Context: an optimization exercise on an open-source flow, tuned for a short achievable clock period and few clock cycles per item. The choices shown serve that exercise and are no tape-out recipe. Function was checked by simulation only, so behaviour that the tests miss may differ from the original. Power figures rest on the tool's default switching activity, not on a simulated workload.

`design/flow/flow/run.sh`:
```
#!/bin/bash
set -euo pipefail
here=$(pwd)
rm -rf "$here/scripts"
cp -r "$FLOW_HOME/scripts" "$here/scripts"
cp "$here/flow/abc_speed.script" "$here/scripts/abc_speed.script"
cp "$here/flow/synth_preamble.tcl" "$here/scripts/synth_preamble.tcl"
bash standard.sh SCRIPTS_DIR="$here/scripts" ADDER_MAP_FILE= SETUP_SLACK_MARGIN=6.3 \
  "BUFFER_PORTS_ARGS=-buffer_cell sky130_fd_sc_hd__buf_4" finish > "$here/standard_flow.log" 2>&1
```
`design/flow/config.mk`:
```
export PLATFORM = sky130hd
export DESIGN_NAME = dlx_core
export DESIGN_NICKNAME = dlx_core
export VERILOG_FILES = /design/flow/design.v
export SDC_FILE = /design/flow/constraint.sdc
export NUM_CORES = 8
export LEC_CHECK = 0
export CAP_MARGIN = 20
export CORE_MARGIN = 2
export CORE_UTILIZATION = 30
export PLACE_DENSITY = 0.5
export SLEW_MARGIN = 20
export SYNTH_HIERARCHICAL = 1
```
`design/flow/design.v`:
```
`timescale 1ns/1ps
`default_nettype none
package dlx_isa_pkg;
  localparam int WORD_WIDTH   = 32;
  localparam int REG_COUNT    = 32;
  localparam int REG_BITS     = 5;
  localparam int OPCODE_WIDTH = 6;
  localparam int FUNCT_WIDTH  = 6;
  localparam int IMM_WIDTH    = 16;
  typedef logic [WORD_WIDTH-1:0]   word_t;
  typedef logic [REG_BITS-1:0]     reg_addr_t;
  typedef logic [OPCODE_WIDTH-1:0] opcode_t;
  typedef logic [FUNCT_WIDTH-1:0]  funct_t;
  typedef logic [IMM_WIDTH-1:0]    imm16_t;
  localparam opcode_t OP_RTYPE = 6'h00;
  localparam opcode_t OP_J     = 6'h02;
  localparam opcode_t OP_JAL   = 6'h03;
  localparam opcode_t OP_BEQZ  = 6'h04;
  localparam opcode_t OP_BNEZ  = 6'h05;
  localparam opcode_t OP_ADDI  = 6'h08;
  localparam opcode_t OP_ANDI  = 6'h0c;
  localparam opcode_t OP_ORI   = 6'h0d;
  localparam opcode_t OP_XORI  = 6'h0e;
  localparam opcode_t OP_JR    = 6'h12;
  localparam opcode_t OP_JALR  = 6'h13;
  localparam funct_t FN_ADD = 6'h20;
  localparam funct_t FN_SUB = 6'h22;
  localparam funct_t FN_AND = 6'h24;
  localparam funct_t FN_OR  = 6'h25;
  localparam funct_t FN_XOR = 6'h26;
  localparam funct_t FN_SLT = 6'h2a;
  localparam reg_addr_t LINK_REG = 5'd31;  
endpackage
`default_nettype wire
`timescale 1ns/1ps
`default_nettype none
package dlx_core_pkg;
  typedef enum logic [2:0] {
    ALU_ADD,
    ALU_SUB,
    ALU_AND,
    ALU_OR,
    ALU_XOR,
    ALU_SLT,
    ALU_PASS_B
  } alu_op_t;
  typedef enum logic [2:0] {
    FLOW_NEXT,
    FLOW_BEQZ,
    FLOW_BNEZ,
    FLOW_JUMP_REL,
    FLOW_JUMP_REG
  } flow_t;
  typedef struct packed {
    logic [31:0]           pc;
    logic [31:0]           pc_plus_four;
    alu_op_t                alu_op;
    flow_t                  flow;
    logic [31:0]           operand_a;
    logic [31:0]           operand_b;    
    logic [31:0]           offset;       
    logic [4:0]             dest;
    logic                   write;
    logic                   link;
  } decoded_t;
  typedef struct packed {
    logic               taken;
    logic [31:0]        target;
  } redirect_t;
  typedef struct packed {
    logic [31:0]           pc;
    logic                   write;
    logic [4:0]             dest;
    logic [31:0]           data;
  } retire_t;
endpackage
`default_nettype wire
`timescale 1ns/1ps
`default_nettype none
module dlx_core (
  input  wire logic        clk,
  input  wire logic        reset,
  input  wire logic        stall,
  input  wire logic [31:0] instr_data,
  output      logic [31:0] instr_addr,
  output      logic [31:0] retire_pc,
  output      logic        retire_write,
  output      logic [4:0]  retire_dest,
  output      logic [31:0] retire_data,
  output      logic        retire_valid
);
  function automatic logic [31:0] carries(input logic [31:0] g, input logic [31:0] t,
                                          input logic cin);
    logic [31:0] gg, tt, gn, tn;
    gg    = g;
    tt    = t;
    gg[0] = g[0] | (t[0] & cin);
    for (int k = 1; k < 32; k = k * 2) begin
      gn = gg;
      tn = tt;
      for (int i = k; i < 32; i++) begin
        gn[i] = gg[i] | (tt[i] & gg[i-k]);
        tn[i] = tt[i] & tt[i-k];
      end
      gg = gn;
      tt = tn;
    end
    carries = {gg[30:0], cin};
  endfunction
  logic [31:0] pc;
  logic        d_valid;
  logic [31:0] d_ir;
  logic [31:0] d_pc;
  logic [31:0] d_pc4;
  logic        d_pred;    
  logic        d_jr_ok;   
  logic [31:1] d_sel_a;   
  logic [31:1] d_sel_b;   
  logic        e_valid;
  logic        e_wr;
  logic [4:0]  e_dest;
  logic [31:0] e_pc;
  logic [31:0] e_g;       
  logic [31:0] e_t;       
  logic        e_cin;     
  logic        e_a31;     
  logic        e_b31;
  logic        e_add, e_and, e_or, e_xor, e_slt, e_pass;
  logic        r_valid;
  logic        r_wr;
  logic [4:0]  r_dest;
  logic [31:0] r_pc;
  logic [31:0] r_data;
  logic        r_zero;    
  logic [31:1] r_we;      
  logic [31:0] lv31;      
  logic        lv31_ok;   
  logic        nopred;    
  wire  [32*32-1:0] rf;   
  wire  [31:0]      nz;   
  wire  [31:0]      one;  
  logic [31:0] pc4;
  logic [31:0] pc_next;
  logic        f_pred;
  logic        f_jr_ok;
  dlx_port_reg #(.W(32)) pc_port_i (
    .clk  (clk),
    .reset(reset),
    .en   (d_redir | ~stall),
    .d    (pc_next),
    .q    (instr_addr)
  );
  assign pc4        = {pc[31:2] + 30'd1, pc[1:0]};
  logic [5:0]  op;
  logic [4:0]  rs1, rs2, rd;
  logic [5:0]  fn;
  logic [15:0] imm;
  logic        op_r, r_alu;
  logic        fn_add, fn_sub, fn_and, fn_or, fn_xor, fn_slt;
  logic        op_addi, op_andi, op_ori, op_xori, op_imm;
  logic        op_br, op_beqz, op_jr, op_j, op_link;
  logic        rs1_zero;
  logic [4:0]  dest;
  logic        d_wr;
  assign op   = d_ir[31:26];
  assign rs1  = d_ir[25:21];
  assign rs2  = d_ir[20:16];
  assign rd   = d_ir[15:11];
  assign fn   = d_ir[5:0];
  assign imm  = d_ir[15:0];
  assign op_r    = (op == 6'h00);
  assign fn_add  = (fn == 6'h20);
  assign fn_sub  = (fn == 6'h22);
  assign fn_and  = (fn == 6'h24);
  assign fn_or   = (fn == 6'h25);
  assign fn_xor  = (fn == 6'h26);
  assign fn_slt  = (fn == 6'h2a);
  assign r_alu   = op_r & (fn_add | fn_sub | fn_and | fn_or | fn_xor | fn_slt);
  assign op_addi = (op == 6'h08);
  assign op_andi = (op == 6'h0c);
  assign op_ori  = (op == 6'h0d);
  assign op_xori = (op == 6'h0e);
  assign op_imm  = op_addi | op_andi | op_ori | op_xori;
  assign op_br   = (op[5:1] == 5'b00010);       
  assign op_beqz = ~op[0];
  assign op_jr   = (op[5:1] == 5'b01001);       
  assign op_j    = (op[5:1] == 5'b00001);       
  assign op_link = (op == 6'h03) | (op == 6'h13);
  assign rs1_zero = (rs1 == 5'd0);
  assign dest = op_r ? rd : (op_link ? 5'd31 : rs2);
  assign d_wr = (r_alu | op_imm | op_link) & (dest != 5'd0);
  logic [31:0] rf_a, rf_b, a_val, b_val;
  logic        r_hit_a, r_hit_b, e_hit_a, e_hit_b;
  always_comb begin
    rf_a = 32'd0;
    rf_b = 32'd0;
    for (int i = 1; i < 32; i++) begin
      rf_a = rf_a | ({32{d_sel_a[i]}} & rf[32*i +: 32]);
      rf_b = rf_b | ({32{d_sel_b[i]}} & rf[32*i +: 32]);
    end
  end
  assign r_hit_a = r_wr & (r_dest == rs1);
  assign r_hit_b = r_wr & (r_dest == rs2);
  assign e_hit_a = e_wr & (e_dest == rs1);
  assign e_hit_b = e_wr & (e_dest == rs2);
  assign a_val   = r_hit_a ? r_data : rf_a;
  assign b_val   = r_hit_b ? r_data : rf_b;
  logic        pass;
  logic [31:0] b_next;
  assign pass = op_link | (op_imm & rs1_zero);
  always_comb begin
    if (op_link)                 b_next = d_pc4;
    else if (op_r)               b_next = b_val;
    else if (op_addi)            b_next = {{16{imm[15]}}, imm};
    else if (op_andi & rs1_zero) b_next = 32'd0;
    else                         b_next = {16'h0000, imm};
  end
  logic e_fz;       
  logic a_nz;
  logic br_taken;
  logic d_haz;
  logic d_redir;
  logic [31:0] jr_val;
  logic [31:0] redir_tgt;
  assign a_nz     = e_hit_a ? ~e_fz : (r_hit_a ? ~r_zero : nz[rs1]);
  assign br_taken = op_beqz ? ~a_nz : a_nz;
  assign d_haz = d_valid & e_hit_a & ((op_br & e_slt) | (op_jr & ~d_jr_ok & ~e_pass));
  logic [31:0] tgt_b, tgt_j;
  logic [16:0] lo16;
  logic        rel_ok_b, rel_ok_j;
  logic [31:0] sext_b, sext_j;
  assign sext_b = {{16{imm[15]}}, imm};
  assign sext_j = {{6{d_ir[25]}}, d_ir[25:0]};
  assign tgt_b  = d_pc4 ^ sext_b ^ carries(d_pc4 & sext_b, d_pc4 | sext_b, 1'b0);
  assign tgt_j  = d_pc4 ^ sext_j ^ carries(d_pc4 & sext_j, d_pc4 | sext_j, 1'b0);
  assign lo16     = {1'b0, d_pc4[15:0]} + {1'b0, imm};
  assign rel_ok_b = lo16[16] == imm[15];
  assign rel_ok_j = lo16[16] ? (&d_ir[25:16]) : ~(|d_ir[25:16]);
  assign jr_val    = e_hit_a ? e_t : a_val;
  logic d_again;    
  assign d_again   = d_haz | (d_valid & op_br & d_pred & ~rel_ok_b);
  assign d_redir   = d_again | (d_valid & ((op_jr & ~d_jr_ok) |
                                           (op_j & ~rel_ok_j) |
                                           (op_br & (br_taken ^ d_pred))));
  assign redir_tgt = d_again ? d_pc :
                     op_jr   ? {jr_val[31:2], 2'b00} :
                     op_j    ? tgt_j :
                     d_pred  ? d_pc4 : tgt_b;
  logic src_one, d_to_zero;
  always_comb begin
    src_one = 1'b0;
    for (int i = 1; i < 32; i++) src_one = src_one | (d_sel_a[i] & one[i]);
  end
  assign d_to_zero = op_addi & (rs2 == rs1) & (imm == 16'hffff) & ~e_hit_a &
                     (r_hit_a ? (r_data == 32'd1) : src_one);
  logic [31:1] f_sel_a, f_sel_b;
  always_comb begin
    for (int i = 1; i < 32; i++) begin
      f_sel_a[i] = (instr_data[25:21] == 5'(i));
      f_sel_b[i] = (instr_data[20:16] == 5'(i));
    end
  end
  logic [5:0]  f_op;
  logic        f_j, f_br, f_jr;
  logic [4:0]  f_rs;
  logic        fd_hit;
  logic [31:0] f_jr_val;
  logic [15:0] f_sum;
  logic        sel_jr, sel_rel, sel_pc4;
  logic [31:0] f_next;
  assign f_op  = instr_data[31:26];
  assign f_j   = (f_op[5:1] == 5'b00001);    
  assign f_br  = (f_op[5:1] == 5'b00010);    
  assign f_jr  = (f_op[5:1] == 5'b01001);    
  assign f_rs     = instr_data[25:21];
  assign fd_hit   = d_valid & d_wr & (dest == f_rs);
  assign f_jr_ok  = fd_hit ? pass : ((f_rs == 5'd31) ? lv31_ok : (f_rs == 5'd0));
  assign f_jr_val = fd_hit ? b_next : ({32{f_rs == 5'd31}} & lv31);
  logic [31:0] f_cy;
  assign f_cy  = carries({16'd0, pc4[15:0] & instr_data[15:0]},
                         {16'd0, pc4[15:0] | instr_data[15:0]}, 1'b0);
  assign f_sum = pc4[15:0] ^ instr_data[15:0] ^ f_cy[15:0];
  assign sel_jr  = ~nopred & f_jr;
  assign sel_rel = ~nopred & (f_j | (f_br & instr_data[15] &
                                     ~(f_op[0] & fd_hit & d_to_zero)));
  assign sel_pc4 = ~sel_jr & ~sel_rel;
  assign f_pred  = sel_jr | sel_rel;
  assign f_next  = ({32{sel_pc4}} & pc4) |
                   ({32{sel_jr}}  & {f_jr_val[31:2], 2'b00}) |
                   ({32{sel_rel}} & {pc4[31:16], f_sum});
  assign pc_next = d_redir ? redir_tgt : f_next;
  logic [31:0] res;
  logic        lt;
  logic [31:0] g_next, t_next;
  logic        a31_next, b31_next;
  logic        sub;
  assign sub = op_r & (fn_sub | fn_slt);
  logic [31:0] e_p, sum;
  logic        z_add;
  assign e_p = e_t & ~e_g;                        
  assign sum = e_p ^ carries(e_g, e_t, e_cin);    
  assign lt  = (e_a31 ^ e_b31) ? e_a31 : sum[31];
  assign res = ({32{e_add}} & sum) |
               ({32{e_and}} & e_g) |
               ({32{e_or}}  & e_t) |
               ({32{e_xor}} & e_p) |
               {31'd0, e_slt & lt};
  assign z_add = ~|(e_p ^ {e_t[30:0], e_cin});
  assign e_fz  = ~((e_add & ~z_add) | (e_and & |e_g) | (e_or & |e_t) | (e_xor & |e_p));
  logic [31:0] a_fwd, b_fwd, a_op, b_op;
  assign a_fwd    = e_hit_a ? res : a_val;
  assign b_fwd    = (e_hit_b & op_r) ? res : b_next;
  assign a_op     = pass ? 32'd0 : a_fwd;
  assign b_op     = sub ? ~b_fwd : b_fwd;
  assign g_next   = a_op & b_op;
  assign t_next   = a_op | b_op;
  assign a31_next = a_fwd[31];
  assign b31_next = b_fwd[31];
  always_ff @(posedge clk or posedge reset) begin
    if (reset) begin
      pc <= 32'd0;
    end else if (d_redir || !stall) begin
      pc <= pc_next;
    end
  end
  always_ff @(posedge clk or posedge reset) begin
    if (reset) begin
      d_valid <= 1'b0;
      d_ir    <= 32'd0;
      d_pc    <= 32'd0;
      d_pc4   <= 32'd0;
      d_pred  <= 1'b0;
      d_jr_ok <= 1'b0;
      d_sel_a <= '0;
      d_sel_b <= '0;
    end else begin
      d_valid <= !stall & !d_redir;
      d_sel_a <= f_sel_a;
      d_sel_b <= f_sel_b;
      d_ir    <= instr_data;
      d_pc    <= pc;
      d_pc4   <= pc4;
      d_pred  <= f_pred;
      d_jr_ok <= f_jr_ok;
    end
  end
  logic d_go;
  assign d_go = d_valid & ~d_again;
  always_ff @(posedge clk or posedge reset) begin
    if (reset)                nopred <= 1'b0;
    else if (d_again)         nopred <= d_valid & op_br & d_pred & ~rel_ok_b;
    else if (!stall)          nopred <= 1'b0;
  end
  always_ff @(posedge clk or posedge reset) begin
    if (reset) begin
      e_valid <= 1'b0;
      e_wr    <= 1'b0;
      e_dest  <= 5'd0;
      e_pc    <= 32'd0;
      e_g     <= 32'd0;
      e_t     <= 32'd0;
      e_cin   <= 1'b0;
      e_a31   <= 1'b0;
      e_b31   <= 1'b0;
      e_add   <= 1'b0;
      e_and   <= 1'b0;
      e_or    <= 1'b0;
      e_xor   <= 1'b0;
      e_slt   <= 1'b0;
      e_pass  <= 1'b0;
    end else begin
      e_valid <= d_go;
      e_wr    <= d_go & d_wr;
      e_dest  <= dest;
      e_pc    <= d_pc;
      e_g     <= g_next;
      e_t     <= t_next;
      e_cin   <= sub;
      e_a31   <= a31_next;
      e_b31   <= b31_next;
      e_add   <= ~pass & ((op_r & (fn_add | fn_sub)) | op_addi);
      e_and   <= ~pass & ((op_r & fn_and) | op_andi);
      e_or    <= pass | (op_r & fn_or) | op_ori;
      e_xor   <= ~pass & ((op_r & fn_xor) | op_xori);
      e_slt   <= op_r & fn_slt;
      e_pass  <= pass;
    end
  end
  always_ff @(posedge clk or posedge reset) begin
    if (reset) begin
      lv31    <= 32'd0;
      lv31_ok <= 1'b1;
    end else if (d_go && d_wr && dest == 5'd31) begin
      lv31    <= b_next;
      lv31_ok <= pass;
    end else if (e_wr && e_dest == 5'd31) begin
      lv31    <= res;
      lv31_ok <= 1'b1;
    end
  end
  always_ff @(posedge clk or posedge reset) begin
    if (reset) begin
      r_valid <= 1'b0;
      r_wr    <= 1'b0;
      r_dest  <= 5'd0;
      r_pc    <= 32'd0;
      r_data  <= 32'd0;
      r_zero  <= 1'b1;
      r_we    <= '0;
    end else begin
      r_valid <= e_valid;
      r_wr    <= e_wr;
      r_dest  <= e_dest;
      r_pc    <= e_pc;
      r_data  <= res;
      r_zero  <= e_slt ? ~lt : e_fz;
      for (int i = 1; i < 32; i++) r_we[i] <= e_wr & (e_dest == 5'(i));
    end
  end
  for (genvar g = 1; g < 32; g++) begin : gen_rf
    logic [31:0] q;
    logic        q_nz;
    logic        q_one;
    always_ff @(posedge clk or posedge reset) begin
      if (reset) begin
        q    <= 32'd0;
        q_nz <= 1'b0;
        q_one <= 1'b0;
      end else if (r_we[g]) begin
        q    <= r_data;
        q_nz <= ~r_zero;
        q_one <= (r_data == 32'd1);
      end
    end
    assign rf[32*g +: 32] = q;
    assign nz[g]          = q_nz;
    assign one[g]         = q_one;
  end
  assign rf[31:0] = 32'd0;
  assign nz[0]    = 1'b0;
  assign one[0]   = 1'b0;
  assign retire_valid = r_valid;
  assign retire_pc    = r_pc;
  dlx_port_reg_ne #(.W(38)) retire_port_i (
    .clk  (clk),
    .reset(reset),
    .d    ({e_wr, e_dest, res}),
    .q    ({retire_write, retire_dest, retire_data})
  );
endmodule
module dlx_port_reg #(
  parameter int W = 1
) (
  input  wire logic         clk,
  input  wire logic         reset,
  input  wire logic         en,
  input  wire logic [W-1:0] d,
  output      logic [W-1:0] q
);
  always_ff @(posedge clk or posedge reset) begin
    if (reset)   q <= '0;
    else if (en) q <= d;
  end
endmodule
module dlx_port_reg_ne #(
  parameter int W = 1
) (
  input  wire logic         clk,
  input  wire logic         reset,
  input  wire logic [W-1:0] d,
  output      logic [W-1:0] q
);
  always_ff @(posedge clk or posedge reset) begin
    if (reset) q <= '0;
    else       q <= d;
  end
endmodule
`default_nettype wire
```
`design/flow/flow/synth_preamble.tcl`:
```
yosys -import

source $::env(SCRIPTS_DIR)/util.tcl
source $::env(SCRIPTS_DIR)/synth_dont_use.tcl
erase_non_stage_variables synth

# If using a cached, gate level netlist, then copy over to the results dir with
# preserve timestamps flag set. If you don't, subsequent runs will cause the
# floorplan step to be re-executed.
if { [env_var_exists_and_non_empty SYNTH_NETLIST_FILES] } {
  if { [llength $::env(SYNTH_NETLIST_FILES)] == 1 } {
    log_cmd exec cp -p $::env(SYNTH_NETLIST_FILES) $::env(RESULTS_DIR)/1_2_yosys.v
  } else {
    # The date should be the most recent date of the files, but to
    # keep things simple we just use the creation date
    log_cmd exec cat {*}$::env(SYNTH_NETLIST_FILES) > $::env(RESULTS_DIR)/1_2_yosys.v
  }
  log_cmd exec cp -p $::env(SDC_FILE) $::env(RESULTS_DIR)/1_synth.sdc
  if { [env_var_exists_and_non_empty CACHED_REPORTS] } {
    log_cmd exec cp -p {*}$::env(CACHED_REPORTS) $::env(REPORTS_DIR)/.
  }
  if { ![info exists ::synth_canonicalize_step] } {
    dont_use_report_ready_netlist $::env(RESULTS_DIR)/1_2_yosys.v
  }
  exit
}

proc read_checkpoint { file } {
  # We are reading a Yosys checkpoint
  if { [file extension $file] == ".json" } {
    read_json $file
  } else {
    read_rtlil $file
  }
}

proc read_design_sources { } {
  # We are reading Verilog sources
  source $::env(SCRIPTS_DIR)/synth_stdcells.tcl

  # Setup verilog include directories
  set vIdirsArgs ""
  if { [env_var_exists_and_non_empty VERILOG_INCLUDE_DIRS] } {
    foreach dir $::env(VERILOG_INCLUDE_DIRS) {
      lappend vIdirsArgs "-I$dir"
    }
    set vIdirsArgs [join $vIdirsArgs]
  }

  if { [env_var_equals SYNTH_HDL_FRONTEND slang] } {
    plugin -i slang

    set slang_args [list \
      -D SYNTHESIS --keep-hierarchy --compat=vcs --ignore-assertions --top $::env(DESIGN_NAME) \
      {*}$vIdirsArgs {*}[env_var_or_empty VERILOG_DEFINES]]

    # slang requires all files at once
    lappend slang_args {*}$::env(VERILOG_FILES)

    # Add clock gate cell definition, if available
    if { [env_var_exists_and_non_empty CLKGATE_MAP_FILE] } {
      lappend slang_args $::env(CLKGATE_MAP_FILE)
    }

    # Apply top-level parameters
    dict for {key value} [env_var_or_empty VERILOG_TOP_PARAMS] {
      lappend slang_args -G "$key=$value"
    }

    # Automatically blackbox macros from ADDITIONAL_LIBS so that
    # any competing Verilog definitions in the source files are
    # ignored in favor of the liberty view, consistent with the
    # behavior of the builtin Verilog frontend.
    if { [env_var_exists_and_non_empty ADDITIONAL_LIBS] } {
      foreach m [get_liberty_cell_names] {
        lappend slang_args --blackboxed-module "$m"
      }
    }

    # Apply module blackboxing based on module names as they appear
    # in the input, that is before any module name mangling done
    # by elaboration and synthesis
    if { [env_var_exists_and_non_empty SYNTH_BLACKBOXES] } {
      foreach m $::env(SYNTH_BLACKBOXES) {
        lappend slang_args --blackboxed-module "$m"
      }
    }

    # Add user arguments
    lappend slang_args {*}$::env(SYNTH_SLANG_ARGS)

    yosys read_slang {*}$slang_args

    # Workaround for yosys-slang#119
    setattr -unset init
  } elseif { [env_var_equals SYNTH_HDL_FRONTEND verific] } {
    if { [env_var_exists_and_non_empty VERILOG_INCLUDE_DIRS] } {
      verific -vlog-incdir {*}$::env(VERILOG_INCLUDE_DIRS)
    }
    if { [env_var_exists_and_non_empty VERILOG_DEFINES] } {
      verific -vlog-define {*}$::env(VERILOG_DEFINES)
    }
    verific -sv2012 {*}$::env(VERILOG_FILES)
    verific -import -no-split-complex-ports $::env(DESIGN_NAME)

    dict for {key value} [env_var_or_empty VERILOG_TOP_PARAMS] {
      # Apply top-level parameters
      chparam -set $key $value $::env(DESIGN_NAME)
    }

    if { [env_var_exists_and_non_empty SYNTH_BLACKBOXES] } {
      error "Non-empty SYNTH_BLACKBOXES unsupported with HDL frontend \"verific\""
    }
  } elseif { ![env_var_exists_and_non_empty SYNTH_HDL_FRONTEND] } {
    verilog_defaults -push
    if { [env_var_exists_and_non_empty VERILOG_DEFINES] } {
      verilog_defaults -add {*}$::env(VERILOG_DEFINES)
    }
    foreach file $::env(VERILOG_FILES) {
      read_verilog -defer -sv {*}$vIdirsArgs $file
    }
    # Read platform specific mapfile for OPENROAD_CLKGATE cells
    if { [env_var_exists_and_non_empty CLKGATE_MAP_FILE] } {
      read_verilog -defer $::env(CLKGATE_MAP_FILE)
    }
    verilog_defaults -pop

    dict for {key value} [env_var_or_empty VERILOG_TOP_PARAMS] {
      # Apply top-level parameters
      chparam -set $key $value $::env(DESIGN_NAME)
    }

    if { [env_var_exists_and_non_empty SYNTH_BLACKBOXES] } {
      hierarchy -check -top $::env(DESIGN_NAME)
      foreach m $::env(SYNTH_BLACKBOXES) {
        blackbox $m
      }
    }
  } else {
    error "Unrecognized HDL frontend: $::env(SYNTH_HDL_FRONTEND)"
  }
}

if { $::env(ABC_AREA) } {
  puts "Using ABC area script."
  set abc_script $::env(SCRIPTS_DIR)/abc_area.script
} else {
  puts "Using ABC speed script."
  set abc_script $::env(SCRIPTS_DIR)/abc_speed.script
}

# Create argument list for stat
set lib_args ""
foreach lib $::env(LIB_FILES) {
  append lib_args "-liberty $lib "
}

# Exclude dont_use cells. This includes macros that are specified via
# LIB_FILES and ADDITIONAL_LIBS that are included in LIB_FILES.
set lib_dont_use_args ""
if { [env_var_exists_and_non_empty DONT_USE_CELLS] } {
  foreach cell $::env(DONT_USE_CELLS) {
    lappend lib_dont_use_args -dont_use $cell
  }
}

# Technology mapping for cells
# own flow: ABC may not use the gates with long series stacks
foreach cell {or4 or4b or4bb nor4 nor4b nor4bb o41a o41ai or3 or3b nor3 nor3b o311a o311ai o2111a o2111ai a2111o a2111oi o221a o211a o2bb2a o32a o32ai a32o o31a a311o a211o a221o a222oi a41o} {
  foreach size {0 1 2 4 8} {
    lappend lib_dont_use_args -dont_use sky130_fd_sc_hd__${cell}_${size}
  }
}
set abc_args [list -script $abc_script \
  {*}$lib_args {*}$lib_dont_use_args -constr $::env(OBJECTS_DIR)/abc.constr]

if { [env_var_exists_and_non_empty SDC_FILE_CLOCK_PERIOD] } {
  puts "Extracting clock period from SDC file: $::env(SDC_FILE_CLOCK_PERIOD)"
  set fp [open $::env(SDC_FILE_CLOCK_PERIOD) r]
  set clock_period [string trim [read $fp]]
  if { $clock_period != "" } {
    puts "Setting clock period to $clock_period"
    lappend abc_args -D $clock_period
  }
  close $fp
}

set constr [open $::env(OBJECTS_DIR)/abc.constr w]
puts $constr "set_driving_cell $::env(ABC_DRIVER_CELL)"
puts $constr "set_load $::env(ABC_LOAD_IN_FF)"
close $constr

proc convert_liberty_areas { } {
  cellmatch -derive_luts =A:liberty_cell
  # find a reference nand2 gate
  set found_cell ""
  set found_cell_area ""
  # iterate over all cells with a nand2 signature
  foreach cell [split [string trim [tee -q -s result.string select -list-mod =*/a:lut=4'b0111 %m]] "\n"] {
    if { ![rtlil::has_attr -mod $cell area] } {
      puts "Cell $cell missing area information"
      continue
    }
    set area [rtlil::get_attr -string -mod $cell area]
    if { $found_cell == "" || $area < $found_cell_area } {
      set found_cell $cell
      set found_cell_area $area
    }
  }
  if { $found_cell == "" } {
    error "reference nand2 cell not found"
  }

  # convert the area on all Liberty cells to a gate number equivalent
  foreach box [split [string trim [tee -q -s result.string select -list-mod =A:area =A:liberty_cell %i]] "\n"] {
    set area [rtlil::get_attr -mod -string $box area]
    set gate_eq [expr { int($area / $found_cell_area) }]
    rtlil::set_attr -mod -uint $box gate_cost_equivalent $gate_eq
  }
}
```
`design/flow/standard.sh`:
```
#!/bin/bash
# synth_recipe.tcl (not shown) runs the flow's synth.tcl, then flattens the netlist and writes it again
# the make line also repeats each setting of config.mk as NAME=value (left out here)
make -C /OpenROAD-flow-scripts/flow DESIGN_CONFIG=/design/flow/config.mk WORK_HOME=/design/flow/orfs CLKGATE_MAP_FILE= SYNTH_SCRIPT=/design/flow/synth_recipe.tcl "${@:-finish}"
```
`design/flow/flow/abc_speed.script`:
```
strash
balance
rewrite
refactor
balance
rewrite -z
balance
refactor -z
rewrite -z
balance
dch
map -D 100
strash
balance
dch
map -D 100
buffer -c
topo
stime -c
upsize -c
```
`design/flow/constraint.sdc`:
```
create_clock -name core_clock -period 9.0 [get_ports {clk}]
set_input_delay 1.8000 -clock core_clock [delete_from_list [all_inputs] [get_ports {clk}]]
set_output_delay 1.8000 -clock core_clock [all_outputs]
set_load 0.01 [all_outputs]
```
==> results of run 1 <==
==> per-stage QoR <==
stage,hold slack [ps],cells
final,344,14376
after global routing,351,14345
after CTS,346,14174
after detailed placement,335,13032
after global placement,334,13032
after floorplan,331,9556
==> kinds of logic after synthesis <==
group / count (synthesis) / synth area share
AO/OA/AOI/OAI: 3102 / 0.226
flip-flops: 1562 / 0.451
buffers and inverters: 1499 / 0.149
multiplexers: 6 / 0.000693
XOR/XNOR: 45 / 0.00455
AND/OR/NAND/NOR: 3342 / 0.169
==> critical path, cell delays in order (launching register included) <==
cell	delay, ps
dfrtp_1	380
buf_6	200
clkinvlp_4	130
buf_8	190
o221ai_1	150
nor2_1	100
nand4_1	190
o31ai_4	950
nand3_1	190
o21ai_1	140
buf_4	160
o22ai_2	70
a22oi_1	190
nand4_1	140
and2_4	180
nand2_2	50
o21ai_2	50
==> power by group <==
part	internal (mW)	leakage [nW]	total (mW)	switching (mW)
Sequential	7.61	20.9	8.39	0.778
Clock	4.74	3.13	8.11	3.37
Combinational	1.33	23.2	3.76	2.42
Total	13.7	47.3	20.3	6.57
==> Yosys cell counts (all sizes together) (18+ instances only) <==
master / n
a221oi: 183
o31ai: 21
nor2: 1427
a22o: 18
buf: 60
a31oi: 42
xor2: 30
and2: 30
inv: 795
nand4: 241
o21bai: 30
bufbuf: 33
clkinv: 18
o22ai: 158
clkbuf: 581
or2: 30
a22oi: 564
o221ai: 62
o211ai: 85
nand2: 1255
nand3: 292
a21oi: 1105
o21ai: 737
a211oi: 30
nand3b: 23
dfrtp: 1560
o21a: 20
==> what timing repair did <==
| item | 4_1_cts | 5_1_grt |
|---|---|---|
| buffers inserted | 740 | 143 |
| gates cloned | 72 | 10 |
| endpoints found under the hold margin | 0 | 0 |
| resized for setup | 1817 | 414 |
| hold buffers | 0 | 0 |
| pin swaps | 434 | 346 |
| setup endpoints to repair | 1036 | 772 |
==> how the worst min path moves through the flow <==
stage / startpoint / end / slack, ps / cells after the start
floorplan: e_pc[0]$_DFF_PP0_ / r_pc[0]$_DFF_PP0_ / 330 / 0
global placement: e_pc[23]$_DFF_PP0_ / r_pc[23]$_DFF_PP0_ / 330 / 0
detailed placement: e_pc[3]$_DFF_PP0_ / r_pc[3]$_DFF_PP0_ / 330 / 0
CTS: e_pc[27]$_DFF_PP0_ / r_pc[27]$_DFF_PP0_ / 350 / 0
global route: e_pc[28]$_DFF_PP0_ / r_pc[28]$_DFF_PP0_ / 350 / 0
finish: e_pc[27]$_DFF_PP0_ / r_pc[27]$_DFF_PP0_ / 340 / 0
==> metal layers <==
metal,global-route usage,vias to the layer above
met5,0.0199,-
met4,0.278,51
met3,0.172,2665
met2,0.463,8316
met1,0.419,43788
li1,-,34945
==> registers in the layout, indices dropped and copies added, names as in the netlist, 32 cells and up <==
register and cells:
gen_rf.q 992, d_ir 32, e_t 32, r_data 32
pc_port_i.q 32, e_g 32, d_pc4 32, retire_port_i.q 38
r_pc 32, pc 32, e_pc 32
==> area by class of cell <==
class | instances | area share
clock buffers | 254 | 0.0488
repair inverters | 17 | 0.000842
well taps | 3781 | 0.0430
repair buffers | 1311 | 0.145
flip-flops and latches | 1562 | 0.359
diodes | 47 | 0.00107
inverters | 816 | 0.0318
multi-input cells | 6512 | 0.361
clock inverters | 76 | 0.00898
==> impl_metrics.env, run 1 <==
export IMPL_numCtsBuffers=186
export IMPL_postLayoutCellArea_sq_mm=0.110
export IMPL_path_clk_slew_ps=70
export IMPL_core_sq_mm=0.288
export IMPL_finalPower_mw=20.3
export IMPL_seq_area_frac_synth=0.451
export IMPL_fin_crit_sh=0.406
export IMPL_worst_path_max_fanout=11
export IMPL_wl_met1_um=186000
export IMPL_numClockSinks=1562
export IMPL_drive_gt1_frac=0.286
export IMPL_critPathCaptureType="flip-flop"
export IMPL_via_count=89765
export IMPL_final_common_cell="dfrtp_1"
export IMPL_drtPass1Iterations=10
export IMPL_vdd_ir_drop_max_mv=0.146
export IMPL_fin_ws_ps=5340
export IMPL_synth_area_leader_cell="dfrtp_1"
export IMPL_tightest_slew_ps=1340
export IMPL_hp_class="flip-flop to flip-flop"
export IMPL_grt_overflow=0
export IMPL_wl_um=531000
export IMPL_ys_flop_type="dfrtp_1"
export IMPL_die_x_um=541
export IMPL_root_buffer="clkbuf_16"
export IMPL_reg2regPathDepth=16
export IMPL_cts_max_level=4
export IMPL_cts_tree="built"
export IMPL_pre_cts_ws_ps=3920
export IMPL_slew_headroom=0.106
export IMPL_clk_path_buf_depth=4
export IMPL_grt_util_all_layers=0.348
export IMPL_start_util=0.301
export IMPL_yosysWarnings=9
export IMPL_grt_max_degree=166
export IMPL_cap_violations=0
export IMPL_final_util=0.382
export IMPL_globalplace_congestion=1.02
export IMPL_finalNetCount=10441
export IMPL_wl_per_cell_um=36.9
export IMPL_dp_hpwl_um=313000
export IMPL_wl_met3_um=87700
export IMPL_async_flop_share=1.00
export IMPL_dieArea_sq_mm=0.293
export IMPL_area_growth_pct=26.8
export IMPL_run_status="timing/DRC/antenna clean"
export IMPL_grt_pass1_wl_um=708000
export IMPL_fin_worst_skew_ps=150
export IMPL_synth_edf_count=0
export IMPL_r2r_end="pc_port_i.q[13]$_DFFE_PP0P_"
export IMPL_fin_crit_ps=3660
export IMPL_ys_types=94
export IMPL_drc=0
export IMPL_critPathArrivalTime_ps=4440
export IMPL_fillers=28504
export IMPL_max_freq_mhz=274
export IMPL_ys_ff_latch=1562
export IMPL_rrSetupSlack_ps=5340
export IMPL_top_layer="met5"
export IMPL_drtAntennaViolNets=0
export IMPL_portBuffers=137
export IMPL_route_met2_wl_um=200000
export IMPL_reg2reg_from="d_sel_b[12]$_DFF_PP0_"
export IMPL_synth_avg_cell_area_sq_um=9.07
export IMPL_die_h_um=541
export IMPL_synth_nets=9591
export IMPL_mostFrequentLayoutCells="dfrtp_1, nor2_1, nand2_1"
export IMPL_startpoint_type="flip-flop"
export IMPL_ys_top_cells_by_area="dfrtp_1, clkbuf_8, a21oi_1"
export IMPL_antenna_found_initial=61
export IMPL_required_ps=9790
export IMPL_dr_first_iter_drc_count=16940
export IMPL_register_area_sq_mm=0.0395
export IMPL_worstSetupStartpoint="d_sel_b[12]$_DFF_PP0_"
export IMPL_endpoint="pc_port_i.q[13]$_DFFE_PP0P_"
export IMPL_cellPowerDensity_mw_per_mm2=184
export IMPL_tns_ps=0
export IMPL_hold_viol=0
export IMPL_final_max_slew_viol_count=0
export IMPL_viasPerCell=6.24
export IMPL_leakage_nw=47.3
export IMPL_clk_latency_ps=950
export IMPL_grt_pass1_vias=82750
export IMPL_path_class="flip-flop to flip-flop"
export IMPL_synth_top_area_frac=0.451
export IMPL_io_pins=138
export IMPL_multi_input_area_sq_mm=0.0397
export IMPL_syn_inst=9556
export IMPL_setup_violations=0
export IMPL_rows=197
export IMPL_grt_setup_unrepaired="yes"
export IMPL_syn_area_sq_mm=0.0867
export IMPL_dpl_instance_area_sq_mm=0.0848
Testbench counts, summed over its fixed seeds: cycles 40,424, instructions 40,000.
==> run 2, diff against run 1 <==
--- a/design/flow/design.v
+++ b/design/flow/design.v
@@ -114,8 +114,18 @@
   logic [31:0] d_pc4;
   logic        d_pred;    
   logic        d_jr_ok;   
-  logic [31:1] d_sel_a;   
-  logic [31:1] d_sel_b;   
+  logic [31:0] d_rf_a;    
+  logic [31:0] d_rf_b;    
+  logic        d_nz_a;    
+  logic        d_one_a;   
+  logic        d_whit_a;  
+  logic        d_whit_b;  
+  logic        d_rhit_a;  
+  logic        d_rhit_b;  
+  logic        d_ehit_a;  
+  logic        d_ehit_b;  
+  logic        d_rel_ok_b;  
+  logic        d_rel_ok_j;  
   logic        e_valid;
   logic        e_wr;
   logic [4:0]  e_dest;
@@ -133,6 +143,8 @@
   logic [31:0] r_data;
   logic        r_zero;    
   logic [31:1] r_we;      
+  logic [31:0] w_data;    
+  logic        w_zero;
   logic [31:0] lv31;      
   logic        lv31_ok;   
   logic        nopred;    
@@ -189,32 +201,24 @@
   assign rs1_zero = (rs1 == 5'd0);
   assign dest = op_r ? rd : (op_link ? 5'd31 : rs2);
   assign d_wr = (r_alu | op_imm | op_link) & (dest != 5'd0);
-  logic [31:0] rf_a, rf_b, a_val, b_val;
-  logic        r_hit_a, r_hit_b, e_hit_a, e_hit_b;
-  always_comb begin
-    rf_a = 32'd0;
-    rf_b = 32'd0;
-    for (int i = 1; i < 32; i++) begin
-      rf_a = rf_a | ({32{d_sel_a[i]}} & rf[32*i +: 32]);
-      rf_b = rf_b | ({32{d_sel_b[i]}} & rf[32*i +: 32]);
-    end
-  end
-  assign r_hit_a = r_wr & (r_dest == rs1);
-  assign r_hit_b = r_wr & (r_dest == rs2);
-  assign e_hit_a = e_wr & (e_dest == rs1);
-  assign e_hit_b = e_wr & (e_dest == rs2);
-  assign a_val   = r_hit_a ? r_data : rf_a;
-  assign b_val   = r_hit_b ? r_data : rf_b;
+  logic [31:0] a_val, b_reg;
+  logic        r_hit_a, e_hit_a;
+  assign a_val   = d_rhit_a ? r_data : (d_whit_a ? w_data : d_rf_a);
+  assign b_reg   = {32{op_r}} & (d_rhit_b ? r_data : (d_whit_b ? w_data : d_rf_b));
+  assign r_hit_a = d_rhit_a;
+  assign e_hit_a = d_ehit_a;
   logic        pass;
   logic [31:0] b_next;
   assign pass = op_link | (op_imm & rs1_zero);
+  logic [31:0] b_imm;
   always_comb begin
-    if (op_link)                 b_next = d_pc4;
-    else if (op_r)               b_next = b_val;
-    else if (op_addi)            b_next = {{16{imm[15]}}, imm};
-    else if (op_andi & rs1_zero) b_next = 32'd0;
-    else                         b_next = {16'h0000, imm};
+    if (op_link)                 b_imm = d_pc4;
+    else if (op_r)               b_imm = 32'd0;
+    else if (op_addi)            b_imm = {{16{imm[15]}}, imm};
+    else if (op_andi & rs1_zero) b_imm = 32'd0;
+    else                         b_imm = {16'h0000, imm};
   end
+  assign b_next = b_reg | b_imm;
   logic e_fz;       
   logic a_nz;
   logic br_taken;
@@ -222,20 +226,18 @@
   logic d_redir;
   logic [31:0] jr_val;
   logic [31:0] redir_tgt;
-  assign a_nz     = e_hit_a ? ~e_fz : (r_hit_a ? ~r_zero : nz[rs1]);
+  assign a_nz     = e_hit_a ? ~e_fz : r_hit_a ? ~r_zero : d_whit_a ? ~w_zero : d_nz_a;
   assign br_taken = op_beqz ? ~a_nz : a_nz;
   assign d_haz = d_valid & e_hit_a & ((op_br & e_slt) | (op_jr & ~d_jr_ok & ~e_pass));
   logic [31:0] tgt_b, tgt_j;
-  logic [16:0] lo16;
   logic        rel_ok_b, rel_ok_j;
   logic [31:0] sext_b, sext_j;
   assign sext_b = {{16{imm[15]}}, imm};
   assign sext_j = {{6{d_ir[25]}}, d_ir[25:0]};
   assign tgt_b  = d_pc4 ^ sext_b ^ carries(d_pc4 & sext_b, d_pc4 | sext_b, 1'b0);
   assign tgt_j  = d_pc4 ^ sext_j ^ carries(d_pc4 & sext_j, d_pc4 | sext_j, 1'b0);
-  assign lo16     = {1'b0, d_pc4[15:0]} + {1'b0, imm};
-  assign rel_ok_b = lo16[16] == imm[15];
-  assign rel_ok_j = lo16[16] ? (&d_ir[25:16]) : ~(|d_ir[25:16]);
+  assign rel_ok_b = d_rel_ok_b;    
+  assign rel_ok_j = d_rel_ok_j;
   assign jr_val    = e_hit_a ? e_t : a_val;
   logic d_again;    
   assign d_again   = d_haz | (d_valid & op_br & d_pred & ~rel_ok_b);
@@ -247,19 +249,38 @@
                      op_j    ? tgt_j :
                      d_pred  ? d_pc4 : tgt_b;
   logic src_one, d_to_zero;
-  always_comb begin
-    src_one = 1'b0;
-    for (int i = 1; i < 32; i++) src_one = src_one | (d_sel_a[i] & one[i]);
-  end
+  assign src_one   = d_whit_a ? (w_data == 32'd1) : d_one_a;
   assign d_to_zero = op_addi & (rs2 == rs1) & (imm == 16'hffff) & ~e_hit_a &
                      (r_hit_a ? (r_data == 32'd1) : src_one);
   logic [31:1] f_sel_a, f_sel_b;
+  logic        f_r, fe_hit_a, fe_hit_b, fd_hit_a, fd_hit_b, fr_hit_a, fr_hit_b;
+  logic [31:0] f_rf_a, f_rf_b;
+  logic        f_nz_a, f_one_a;
+  assign f_r      = (instr_data[31:26] == 6'h00);
+  assign fr_hit_a = r_wr & (r_dest == instr_data[25:21]);
+  assign fr_hit_b = r_wr & (r_dest == instr_data[20:16]) & f_r;
+  assign fe_hit_a = e_wr & (e_dest == instr_data[25:21]);
+  assign fe_hit_b = e_wr & (e_dest == instr_data[20:16]) & f_r;
+  assign fd_hit_a = d_valid & d_wr & (dest == instr_data[25:21]);
+  assign fd_hit_b = d_valid & d_wr & (dest == instr_data[20:16]) & f_r;
   always_comb begin
     for (int i = 1; i < 32; i++) begin
       f_sel_a[i] = (instr_data[25:21] == 5'(i));
       f_sel_b[i] = (instr_data[20:16] == 5'(i));
     end
   end
+  always_comb begin
+    f_rf_a  = 32'd0;
+    f_rf_b  = 32'd0;
+    f_nz_a  = 1'b0;
+    f_one_a = 1'b0;
+    for (int i = 1; i < 32; i++) begin
+      f_rf_a  = f_rf_a | ({32{f_sel_a[i]}} & rf[32*i +: 32]);
+      f_rf_b  = f_rf_b | ({32{f_sel_b[i]}} & rf[32*i +: 32]);
+      f_nz_a  = f_nz_a | (f_sel_a[i] & nz[i]);
+      f_one_a = f_one_a | (f_sel_a[i] & one[i]);
+    end
+  end
   logic [5:0]  f_op;
   logic        f_j, f_br, f_jr;
   logic [4:0]  f_rs;
@@ -275,7 +296,7 @@
   assign f_rs     = instr_data[25:21];
   assign fd_hit   = d_valid & d_wr & (dest == f_rs);
   assign f_jr_ok  = fd_hit ? pass : ((f_rs == 5'd31) ? lv31_ok : (f_rs == 5'd0));
-  assign f_jr_val = fd_hit ? b_next : ({32{f_rs == 5'd31}} & lv31);
+  assign f_jr_val = fd_hit ? b_imm : ({32{f_rs == 5'd31}} & lv31);    
   logic [31:0] f_cy;
   assign f_cy  = carries({16'd0, pc4[15:0] & instr_data[15:0]},
                          {16'd0, pc4[15:0] | instr_data[15:0]}, 1'b0);
@@ -309,7 +330,7 @@
   assign e_fz  = ~((e_add & ~z_add) | (e_and & |e_g) | (e_or & |e_t) | (e_xor & |e_p));
   logic [31:0] a_fwd, b_fwd, a_op, b_op;
   assign a_fwd    = e_hit_a ? res : a_val;
-  assign b_fwd    = (e_hit_b & op_r) ? res : b_next;
+  assign b_fwd    = d_ehit_b ? res : b_next;
   assign a_op     = pass ? 32'd0 : a_fwd;
   assign b_op     = sub ? ~b_fwd : b_fwd;
   assign g_next   = a_op & b_op;
@@ -331,12 +352,32 @@
       d_pc4   <= 32'd0;
       d_pred  <= 1'b0;
       d_jr_ok <= 1'b0;
-      d_sel_a <= '0;
-      d_sel_b <= '0;
+      d_rf_a  <= 32'd0;
+      d_rf_b  <= 32'd0;
+      d_nz_a  <= 1'b0;
+      d_one_a <= 1'b0;
+      d_whit_a <= 1'b0;
+      d_whit_b <= 1'b0;
+      d_rhit_a <= 1'b0;
+      d_rhit_b <= 1'b0;
+      d_ehit_a <= 1'b0;
+      d_ehit_b <= 1'b0;
+      d_rel_ok_b <= 1'b0;
+      d_rel_ok_j <= 1'b0;
     end else begin
       d_valid <= !stall & !d_redir;
-      d_sel_a <= f_sel_a;
-      d_sel_b <= f_sel_b;
+      d_rf_a  <= f_rf_a;
+      d_rf_b  <= f_rf_b;
+      d_nz_a  <= f_nz_a;
+      d_one_a <= f_one_a;
+      d_whit_a <= fr_hit_a & ~fe_hit_a;
+      d_whit_b <= fr_hit_b & ~fe_hit_b;
+      d_rhit_a <= fe_hit_a;
+      d_rhit_b <= fe_hit_b;
+      d_ehit_a <= fd_hit_a;
+      d_ehit_b <= fd_hit_b;
+      d_rel_ok_b <= (f_cy[16] == instr_data[15]);
+      d_rel_ok_j <= f_cy[16] ? (&instr_data[25:16]) : ~(|instr_data[25:16]);
       d_ir    <= instr_data;
       d_pc    <= pc;
       d_pc4   <= pc4;
@@ -391,7 +432,7 @@
       lv31    <= 32'd0;
       lv31_ok <= 1'b1;
     end else if (d_go && d_wr && dest == 5'd31) begin
-      lv31    <= b_next;
+      lv31    <= b_imm;       
       lv31_ok <= pass;
     end else if (e_wr && e_dest == 5'd31) begin
       lv31    <= res;
@@ -399,6 +440,15 @@
     end
   end
   always_ff @(posedge clk or posedge reset) begin
+    if (reset) begin
+      w_data <= 32'd0;
+      w_zero <= 1'b1;
+    end else begin
+      w_data <= r_data;
+      w_zero <= r_zero;
+    end
+  end
+  always_ff @(posedge clk or posedge reset) begin
     if (reset) begin
       r_valid <= 1'b0;
       r_wr    <= 1'b0;
==> run 2 against run 1 <==
Compared with the run above: cell area increased by 1.5%; via count increased by 0.28%; clock power about the same; die area increased by 1.5%; count of clock-buffer cells in the layout increased by 11; maximum frequency increased by 0.27%; combinational power increased by 5.6%; worst hold slack improved by 3.7 ps; synthesized cell count increased by 2.1%; still clean; clock skew decreased by 50 ps; highest routed layer unchanged.
==> impl_metrics.env, run 2 <==
export IMPL_run_status="timing/DRC/antenna clean"
export IMPL_drive_gt1_frac=0.274
export IMPL_fin_worst_skew_ps=100
export IMPL_numClockSinks=1607
export IMPL_rows=198
export IMPL_ys_ff_latch=1607
export IMPL_globalplace_congestion=0.993
export IMPL_grt_setup_unrepaired="yes"
export IMPL_grt_pass1_wl_um=692000
export IMPL_seq_area_frac_synth=0.457
export IMPL_dieArea_sq_mm=0.298
export IMPL_critPathArrivalTime_ps=4450
export IMPL_yosysWarnings=9
export IMPL_worst_path_max_fanout=26
export IMPL_synth_avg_cell_area_sq_um=9.02
export IMPL_final_common_cell="dfrtp_1"
export IMPL_synth_commonest_cells="dfrtp_1, nor2_1, nand2_1"
export IMPL_grt_pass1_vias=81457
export IMPL_grt_util_all_layers=0.332
export IMPL_path_class="flip-flop to flip-flop"
export IMPL_dr_first_iter_drc_count=15238
export IMPL_cellPowerDensity_mw_per_mm2=187
export IMPL_setup_violations=0
export IMPL_mostFrequentLayoutCells="dfrtp_1, nor2_1, nand2_1"
export IMPL_drtPass1Iterations=13
export IMPL_cts_tree="built"
export IMPL_largest_reg_flops=992
export IMPL_syn_area_sq_mm=0.0880
export IMPL_viasPerCell=6.17
export IMPL_fin_crit_ps=3650
export IMPL_final_util=0.383
export IMPL_core_sq_mm=0.291
export IMPL_clk_path_buf_depth=4
export IMPL_startpoint_type="flip-flop"
export IMPL_wl_um=536000
export IMPL_synth_edf_count=0
export IMPL_via_count=90012
export IMPL_final_max_slew_viol_count=0
export IMPL_cp_slowest_cell="nand4_1"
export IMPL_required_ps=9800
export IMPL_cts_max_level=4
export IMPL_cap_violations=0
export IMPL_rrSetupSlack_ps=5350
export IMPL_io_pins=138
export IMPL_dp_hpwl_um=311000
export IMPL_clk_latency_ps=920
export IMPL_crit_top_cell="nand2_1"
export IMPL_path_clk_slew_ps=70
export IMPL_fin_crit_sh=0.405
export IMPL_start_util=0.302
export IMPL_tns_ps=0
export IMPL_grt_max_degree=146
export IMPL_ys_types=80
export IMPL_die_x_um=546
export IMPL_synth_area_leader_cell="dfrtp_1"
export IMPL_max_freq_mhz=274
export IMPL_numCtsBuffers=193
export IMPL_critPathCaptureType="flip-flop"
export IMPL_hold_viol=0
export IMPL_drtAntennaViolNets=0
export IMPL_finalNetCount=10551
export IMPL_synth_nets=9790
export IMPL_slew_headroom=0.140
export IMPL_drc=0
export IMPL_ctsHoldBuffers=0
export IMPL_synth_most_common_cell="dfrtp_1"
export IMPL_die_h_um=546
export IMPL_wl_per_cell_um=36.8
export IMPL_hp_class="flip-flop to flip-flop"
export IMPL_root_buffer="clkbuf_16"
export IMPL_portBuffers=137
export IMPL_top_regs="gen_rf.q x992, retire_port_i.q x38"
export IMPL_vdd_ir_drop_max_mv=0.169
export IMPL_ys_top_cells_by_area="dfrtp_1, clkbuf_8, a21oi_1"
export IMPL_ys_flop_type="dfrtp_1"
export IMPL_area_growth_pct=26.8
export IMPL_async_flop_share=1.00
export IMPL_synth_top_area_frac=0.456
export IMPL_crit_chain="buf_4 -> inv_8 -> nand4_1 -> nor2_4 -> nand4_4 -> a221oi_4 -> a41oi_4 -> o21bai_4 -> nand2_4 -> buf_6 -> o221ai_2 -> nand2_1 -> nand2_1 -> nand2_1 -> o21ai_2"
export IMPL_grt_overflow=0
export IMPL_antenna_found_initial=53
export IMPL_tightest_slew_ps=1280
export IMPL_leakage_nw=47.8
export IMPL_regMostFlops="gen_rf.q"
export IMPL_syn_inst=9755
export IMPL_max_stage_delay_ps=450
==> run 2: changes by cell type after synthesis, sizes merged, moves of 36 or more <==
cell,before,now
dfrtp,1560,1604
o21ai,737,780
a21oi,1105,1155
a22oi,564,513
a221oi,183,253
nand4,241,277
==> run 2: kinds of logic after synthesis <==
group / share of synthesized area
DFF: 0.457
buffers and inverters: 0.146
and+or+nand+nor: 0.162
xor gates and xnor gates: 0.00368
AOI/OAI and AO/OA: 0.231
muxes: 0.000228
==> run 2: area by class of cell <==
type | count | area, sq um
fillers | 29075 | 180000
flip-flops and latches | 1607 | 40500
multi-input cells | 6624 | 40300
repair buffers | 1244 | 15600
clock buffers | 265 | 5460
well taps | 3900 | 4880
inverters | 833 | 3800
clock inverters | 71 | 840
repair inverters | 13 | 78.8
diodes | 29 | 72.6
==> run 2: per-stage QoR <==
stage / power, mW / instance area (sq um) / std cells / hold WS (ps) / setup WS (ps)
CTS: 20.4 / 104000 / 14222 / 349 / 5530
global route: 21.3 / 111000 / 14559 / 361 / 5370
detailed placement: 11.8 / 86700 / 13337 / 335 / 2860
global placement: 11.8 / 86700 / 13334 / 334 / 2810
finish: 20.8 / 112000 / 14586 / 348 / 5350
floorplan: 10.3 / 88000 / 9755 / 331 / -14090
==> run 2: per-layer routing <==
metal / vias to the layer above / GRT usage / part of all wire
met5: - / 0.00240 / 0.0022
met4: 65 / 0.228 / 0.093
met3: 2317 / 0.136 / 0.15
met2: 7720 / 0.462 / 0.39
met1: 44265 / 0.415 / 0.36
li1: 35645 / - / -
==> run 2: report_power, final <==
| part | switching [mW] | internal [mW] | leakage [nW] |
|---|---|---|---|
| combinational | 2.59 | 1.38 | 23.2 |
| sequential | 0.888 | 7.84 | 21.5 |
| clock | 3.42 | 4.69 | 3.08 |
==> run 2: what timing repair did <==
item / 4_1_cts / 5_1_grt
setup buffers: 491 / 302
gates cloned: 58 / 33
gates resized for setup: 1438 / 891
endpoints found under the hold margin: 0 / 0
pin swaps: 264 / 409
setup endpoints to repair: 1404 / 876
==> run 2: critical path, delay by kind of cell, from the launching register on <==
family                 cells  cell delay, ps
and+or+nand+nor            7            1410
buffers and inverters      3             620
DFF                        1             370
AOI/OAI and AO/OA          5            1170
==> run 2: worst paths after layout <==
| kind | cells past startpoint | end | from |
|---|---|---|---|
| min | 0 | r_pc[1]$_DFF_PP0_ | e_pc[1]$_DFF_PP0_ |
| min reg2reg | 0 | r_pc[1]$_DFF_PP0_ | e_pc[1]$_DFF_PP0_ |
| max reg2reg | 15 | pc_port_i.q[7]$_DFFE_PP0P_ | r_data[25]$_DFF_PP0_ |
| min in group asynchronous | 2 | pc_port_i.q[30]$_DFFE_PP0P_ | reset |
| max | 15 | pc_port_i.q[7]$_DFFE_PP0P_ | r_data[25]$_DFF_PP0_ |
| max in group asynchronous | 4 | gen_rf[13].q[11]$_DFFE_PP0P_ | reset |
Testbench counts of run 2, summed over its fixed seeds: cycles 40,424, instructions 40,000.
==> run 3, diff against run 2 <==
--- a/design/flow/design.v
+++ b/design/flow/design.v
@@ -124,6 +124,9 @@
   logic        d_rhit_b;  
   logic        d_ehit_a;  
   logic        d_ehit_b;  
+  logic        d_op_r;    
+  logic        d_pass;    
+  logic        d_sub;     
   logic        d_rel_ok_b;  
   logic        d_rel_ok_j;  
   logic        e_valid;
@@ -145,6 +148,7 @@
   logic [31:1] r_we;      
   logic [31:0] w_data;    
   logic        w_zero;
+  logic        w_one;     
   logic [31:0] lv31;      
   logic        lv31_ok;   
   logic        nopred;    
@@ -180,7 +184,7 @@
   assign rd   = d_ir[15:11];
   assign fn   = d_ir[5:0];
   assign imm  = d_ir[15:0];
-  assign op_r    = (op == 6'h00);
+  assign op_r    = d_op_r;           
   assign fn_add  = (fn == 6'h20);
   assign fn_sub  = (fn == 6'h22);
   assign fn_and  = (fn == 6'h24);
@@ -209,7 +213,7 @@
   assign e_hit_a = d_ehit_a;
   logic        pass;
   logic [31:0] b_next;
-  assign pass = op_link | (op_imm & rs1_zero);
+  assign pass = d_pass;               
   logic [31:0] b_imm;
   always_comb begin
     if (op_link)                 b_imm = d_pc4;
@@ -249,14 +253,20 @@
                      op_j    ? tgt_j :
                      d_pred  ? d_pc4 : tgt_b;
   logic src_one, d_to_zero;
-  assign src_one   = d_whit_a ? (w_data == 32'd1) : d_one_a;
+  assign src_one   = d_whit_a ? w_one : d_one_a;
   assign d_to_zero = op_addi & (rs2 == rs1) & (imm == 16'hffff) & ~e_hit_a &
-                     (r_hit_a ? (r_data == 32'd1) : src_one);
+                     ~r_hit_a & src_one;    
   logic [31:1] f_sel_a, f_sel_b;
   logic        f_r, fe_hit_a, fe_hit_b, fd_hit_a, fd_hit_b, fr_hit_a, fr_hit_b;
   logic [31:0] f_rf_a, f_rf_b;
   logic        f_nz_a, f_one_a;
   assign f_r      = (instr_data[31:26] == 6'h00);
+  logic f_pass, f_sub;
+  assign f_pass = (instr_data[31:26] == 6'h03) | (instr_data[31:26] == 6'h13) |
+                  (((instr_data[31:26] == 6'h08) | (instr_data[31:26] == 6'h0c) |
+                    (instr_data[31:26] == 6'h0d) | (instr_data[31:26] == 6'h0e)) &
+                   (instr_data[25:21] == 5'd0));
+  assign f_sub  = f_r & ((instr_data[5:0] == 6'h22) | (instr_data[5:0] == 6'h2a));
   assign fr_hit_a = r_wr & (r_dest == instr_data[25:21]);
   assign fr_hit_b = r_wr & (r_dest == instr_data[20:16]) & f_r;
   assign fe_hit_a = e_wr & (e_dest == instr_data[25:21]);
@@ -315,7 +325,7 @@
   logic [31:0] g_next, t_next;
   logic        a31_next, b31_next;
   logic        sub;
-  assign sub = op_r & (fn_sub | fn_slt);
+  assign sub = d_sub;                 
   logic [31:0] e_p, sum;
   logic        z_add;
   assign e_p = e_t & ~e_g;                        
@@ -364,6 +374,9 @@
       d_ehit_b <= 1'b0;
       d_rel_ok_b <= 1'b0;
       d_rel_ok_j <= 1'b0;
+      d_op_r  <= 1'b1;
+      d_pass  <= 1'b0;
+      d_sub   <= 1'b0;
     end else begin
       d_valid <= !stall & !d_redir;
       d_rf_a  <= f_rf_a;
@@ -376,6 +389,9 @@
       d_rhit_b <= fe_hit_b;
       d_ehit_a <= fd_hit_a;
       d_ehit_b <= fd_hit_b;
+      d_op_r  <= f_r;
+      d_pass  <= f_pass;
+      d_sub   <= f_sub;
       d_rel_ok_b <= (f_cy[16] == instr_data[15]);
       d_rel_ok_j <= f_cy[16] ? (&instr_data[25:16]) : ~(|instr_data[25:16]);
       d_ir    <= instr_data;
@@ -443,9 +459,11 @@
     if (reset) begin
       w_data <= 32'd0;
       w_zero <= 1'b1;
+      w_one  <= 1'b0;
     end else begin
       w_data <= r_data;
       w_zero <= r_zero;
+      w_one  <= (r_data == 32'd1);
     end
   end
   always_ff @(posedge clk or posedge reset) begin
==> run 3 against run 2 <==
Compared with the run above: still clean; synthesized cell count rose by 0.22%; flip-flop and latch count rose by 4; core utilization rose by 0.16 points; via count rose by 1.0%; worst hold slack got worse by 2.3 ps; combinational power fell by 8.8%; clock power rose by 1%; clock skew rose by 13 ps; worst setup slack improved by 390 ps; critical path type is now input port to flip-flop; largest cell class unchanged; largest power group unchanged; highest routed layer unchanged.
==> impl_metrics.env, run 3 <==
export IMPL_vdd_ir_drop_max_mv=0.145
export IMPL_crit_buf_inv=8
export IMPL_leakage_nw=47.8
export IMPL_cp_slowest_cell="and2_1"
export IMPL_crit_cells=17
export IMPL_clk_latency_ps=930
export IMPL_critPathCaptureType="flip-flop"
export IMPL_clk_path_buf_depth=4
export IMPL_worst_hold_slack_ps=345
export IMPL_ys_top_cells_by_area="dfrtp_1, clkbuf_8, a21oi_1"
export IMPL_tns_ps=0
export IMPL_crit_chain="buf_12 -> clkinvlp_4 -> buf_6 -> buf_6 -> o21ai_4 -> nor2_4 -> nand4_1 -> buf_4 -> buf_8 -> buf_16 -> buf_4 -> o22ai_4 -> a22oi_2 -> nand4_1 -> and2_1 -> nand2_1 -> o21ai_2"
export IMPL_worst_path_max_fanout=6
export IMPL_reg2regPathDepth=17
export IMPL_start_util=0.302
export IMPL_pre_cts_ws_ps=3400
export IMPL_root_buffer="clkbuf_16"
export IMPL_largest_reg_flops=992
export IMPL_cellPowerDensity_mw_per_mm2=182
export IMPL_ys_types=78
export IMPL_antenna_found_initial=48
export IMPL_setup_violations=0
export IMPL_io_pins=138
export IMPL_clkPwrFrac=0.404
export IMPL_grt_max_degree=146
export IMPL_synth_nets=9811
export IMPL_grt_pass1_vias=83379
export IMPL_synth_commonest_cells="dfrtp_1, nand2_1, nor2_1"
export IMPL_fillers=28942
export IMPL_numClockSinks=1611
export IMPL_p_switching_mw=6.44
export IMPL_drtPass1Iterations=12
export IMPL_startpoint_type="input port"
export IMPL_synth_area_leader_cell="dfrtp_1"
export IMPL_path_clk_slew_ps=60
export IMPL_rows=198
export IMPL_syn_area_sq_mm=0.0877
export IMPL_core_sq_mm=0.291
export IMPL_cap_violations=0
export IMPL_multi_input_area_sq_mm=0.0400
export IMPL_die_h_um=545
export IMPL_dp_hpwl_um=310000
export IMPL_fin_worst_skew_ps=113
export IMPL_fin_crit_sh=0.361
export IMPL_hp_class="flip-flop to flip-flop"
export IMPL_max_freq_mhz=307
export IMPL_portBuffers=137
export IMPL_grt_pass1_wl_um=706000
export IMPL_mostFrequentLayoutCells="dfrtp_1, nand2_1, nor2_1"
export IMPL_worstSetupStartpoint="instr_data[22]"
export IMPL_run_status="timing/DRC/antenna clean"
export IMPL_slew_headroom=0.199
export IMPL_cts_tree="built"
export IMPL_grt_setup_unrepaired="yes"
export IMPL_grt_overflow=0
export IMPL_grt_util_all_layers=0.343
export IMPL_final_max_slew_viol_count=0
export IMPL_globalplace_congestion=1.02
export IMPL_synth_avg_cell_area_sq_um=8.97
export IMPL_synth_edf_count=0
export IMPL_ys_ff_latch=1611
export IMPL_fin_ws_ps=5750
export IMPL_combPwrFrac=0.178
export IMPL_max_stage_delay_ps=200
export IMPL_yosysWarnings=9
export IMPL_min_from="e_pc[30]$_DFF_PP0_"
export IMPL_dr_first_iter_drc_count=15216
export IMPL_die_x_um=545
export IMPL_seq_area_frac_synth=0.460
export IMPL_via_count=90916
export IMPL_top_regs="gen_rf.q x992, retire_port_i.q x38"
export IMPL_ctsHoldBuffers=0
export IMPL_finalNetCount=10620
export IMPL_critPathArrivalTime_ps=3980
export IMPL_final_common_cell="dfrtp_1"
export IMPL_pwr_share_seq=0.418
export IMPL_drtAntennaViolNets=0
export IMPL_numCtsBuffers=193
export IMPL_swShare=0.317
export IMPL_hold_viol=0
export IMPL_drive_gt1_frac=0.267
export IMPL_async_flop_share=1.00
export IMPL_synth_top_area_frac=0.459
export IMPL_ys_flop_type="dfrtp_1"
export IMPL_crit_family="buffers and inverters"
export IMPL_syn_inst=9776
export IMPL_synth_most_common_cell="dfrtp_1"
export IMPL_fin_crit_ps=3250
export IMPL_register_area_sq_mm=0.0406
export IMPL_dieArea_sq_mm=0.297
export IMPL_reg2reg_from="d_op_r$_DFF_PP1_"
export IMPL_required_ps=9730
export IMPL_cts_max_level=4
export IMPL_viasPerCell=6.20
export IMPL_drc=0
export IMPL_path_class="input port to flip-flop"
export IMPL_regMostFlops="gen_rf.q"
export IMPL_whs_path_depth=0
export IMPL_p_int_mw=13.9
export IMPL_wl_um=532000
export IMPL_area_growth_pct=27.5
export IMPL_wl_per_cell_um=36.3
export IMPL_tightest_slew_ps=1200
-- run 3: changes by cell type in the layout (fill, tap and decap cells not counted), moves of 19 or more --
cell,previous run,this run
nand3_1,191,223
a221oi_1,146,172
o21ai_0,575,609
nand2_1,1146,1254
nand4_1,272,251
clkbuf_8,34,53
clkbuf_16,223,203
buf_4,587,633
a21oi_1,1049,1014
nor2_1,1229,1203
a22oi_1,426,380
buf_6,276,248
-- run 3: per-layer routing --
metal,share of wire,vias to the layer above,GRT usage
met5,0.0020,-,0.0190
met4,0.10,42,0.276
met3,0.15,2660,0.158
met2,0.39,8138,0.473
met1,0.35,44352,0.406
li1,-,35724,-
-- run 3: stage by stage --
stage	util	instance area (sq um)	std cells	power, mW
finish	0.385	112000	14665	20.3
global route	0.384	112000	14629	20.9
CTS	0.367	107000	14371	19.9
detailed placement	0.297	86300	13369	11.2
global placement	0.297	86300	13369	11.2
floorplan	-	87700	9776	10.0
-- run 3: timing repair --
item                       in CTS  in global routing
setup buffers                 588                238
cloned                         77                 18
resized for setup            1621                708
setup endpoints to repair    1699               1017
pin swaps                     268                340
-- run 3: logic make-up after synthesis --
kind of cell	share of synthesized area
AO/OA/AOI/OAI	0.225
XOR/XNOR	0.00419
buffers and inverters	0.147
flip-flops	0.460
multiplexers	0.00193
AND/OR/NAND/NOR	0.162
-- run 3: layout make-up --
cell class | count | area share
Sequential cell | 1611 | 0.363
Multi-Input combinational cell | 6668 | 0.358
Timing Repair Buffer | 1265 | 0.142
Clock buffer | 287 | 0.0513
Tap cell | 3900 | 0.0436
Inverter | 826 | 0.0338
Clock inverter | 50 | 0.00610
Timing Repair inverter | 20 | 0.00141
Antenna cell | 38 | 0.000850
-- run 3: path summary, 6_finish.rpt --
path                                                 to  slack (ps)
max                          pc_port_i.q[4]$_DFFE_PP0P_        5750
min                                  r_pc[30]$_DFF_PP0_         350
max reg2reg                  pc_port_i.q[4]$_DFFE_PP0P_        5780
min reg2reg                          r_pc[30]$_DFF_PP0_         350
max in group asynchronous  gen_rf[11].q[31]$_DFFE_PP0P_        6410
min in group asynchronous            r_we[22]$_DFF_PP0_        1030
-- run 3: power by group through the flow --
stage / registers (mW) / clock network [mW] / logic, mW
floorplan: 8.31 / 0 / 1.69
global placement: 8.55 / 0 / 2.68
detailed placement: 8.55 / 0 / 2.68
CTS: 8.46 / 8.22 / 3.25
global route: 8.54 / 8.50 / 3.81
finish: 8.50 / 8.21 / 3.62
-- run 3: worst reg2reg max path: stages (launching register included) --
cell and delay (ps):
dfstp_4 690, buf_6 130, buf_6 100, and2_4 120, nand4_1 120, nand4_1 130
o21ai_2 100, a31oi_4 240, buf_6 140, nand4_1 200, o2bb2ai_4 260, a21oi_4 240
clkbuf_16 200, nand2_1 60, nand4_1 130, and2_1 160, nand2_1 60, o21ai_2 50
Testbench counts of run 3, summed over its fixed seeds: cycles 40,424, instructions 40,000.

==> re-timing with driven ports <==
Ports are ideal in the flow. The routed layouts listed here were re-timed in OpenROAD. Step 1 assumes that a clkbuf_16 drives the clock port and a buf_2 every other input. Step 2 moves the port delays by t, midway between the first and last clock arrival at a register: inputs arrive t later, outputs are due t later. That takes back most of the time a late clock gives input paths. a / b / c = no drivers / after step 1 / after step 2; a / b = the first two.
run | t (ns) | setup slack, ns | worst slew at a driven data input, ns
run 1 | 0.974 | 5.344 / 5.344 / 4.815 | 0.11
run 2 | 0.972 | 5.354 / 5.354 / 4.525 | 0.35
run 3 | 0.973 | 5.747 / 5.659 / 4.686 | 0.27
After both steps setup and hold are still met in every run listed. The setup slack of run 3, which loses most, moves by -0.088 ns with the drivers and by -1.061 ns with both steps.
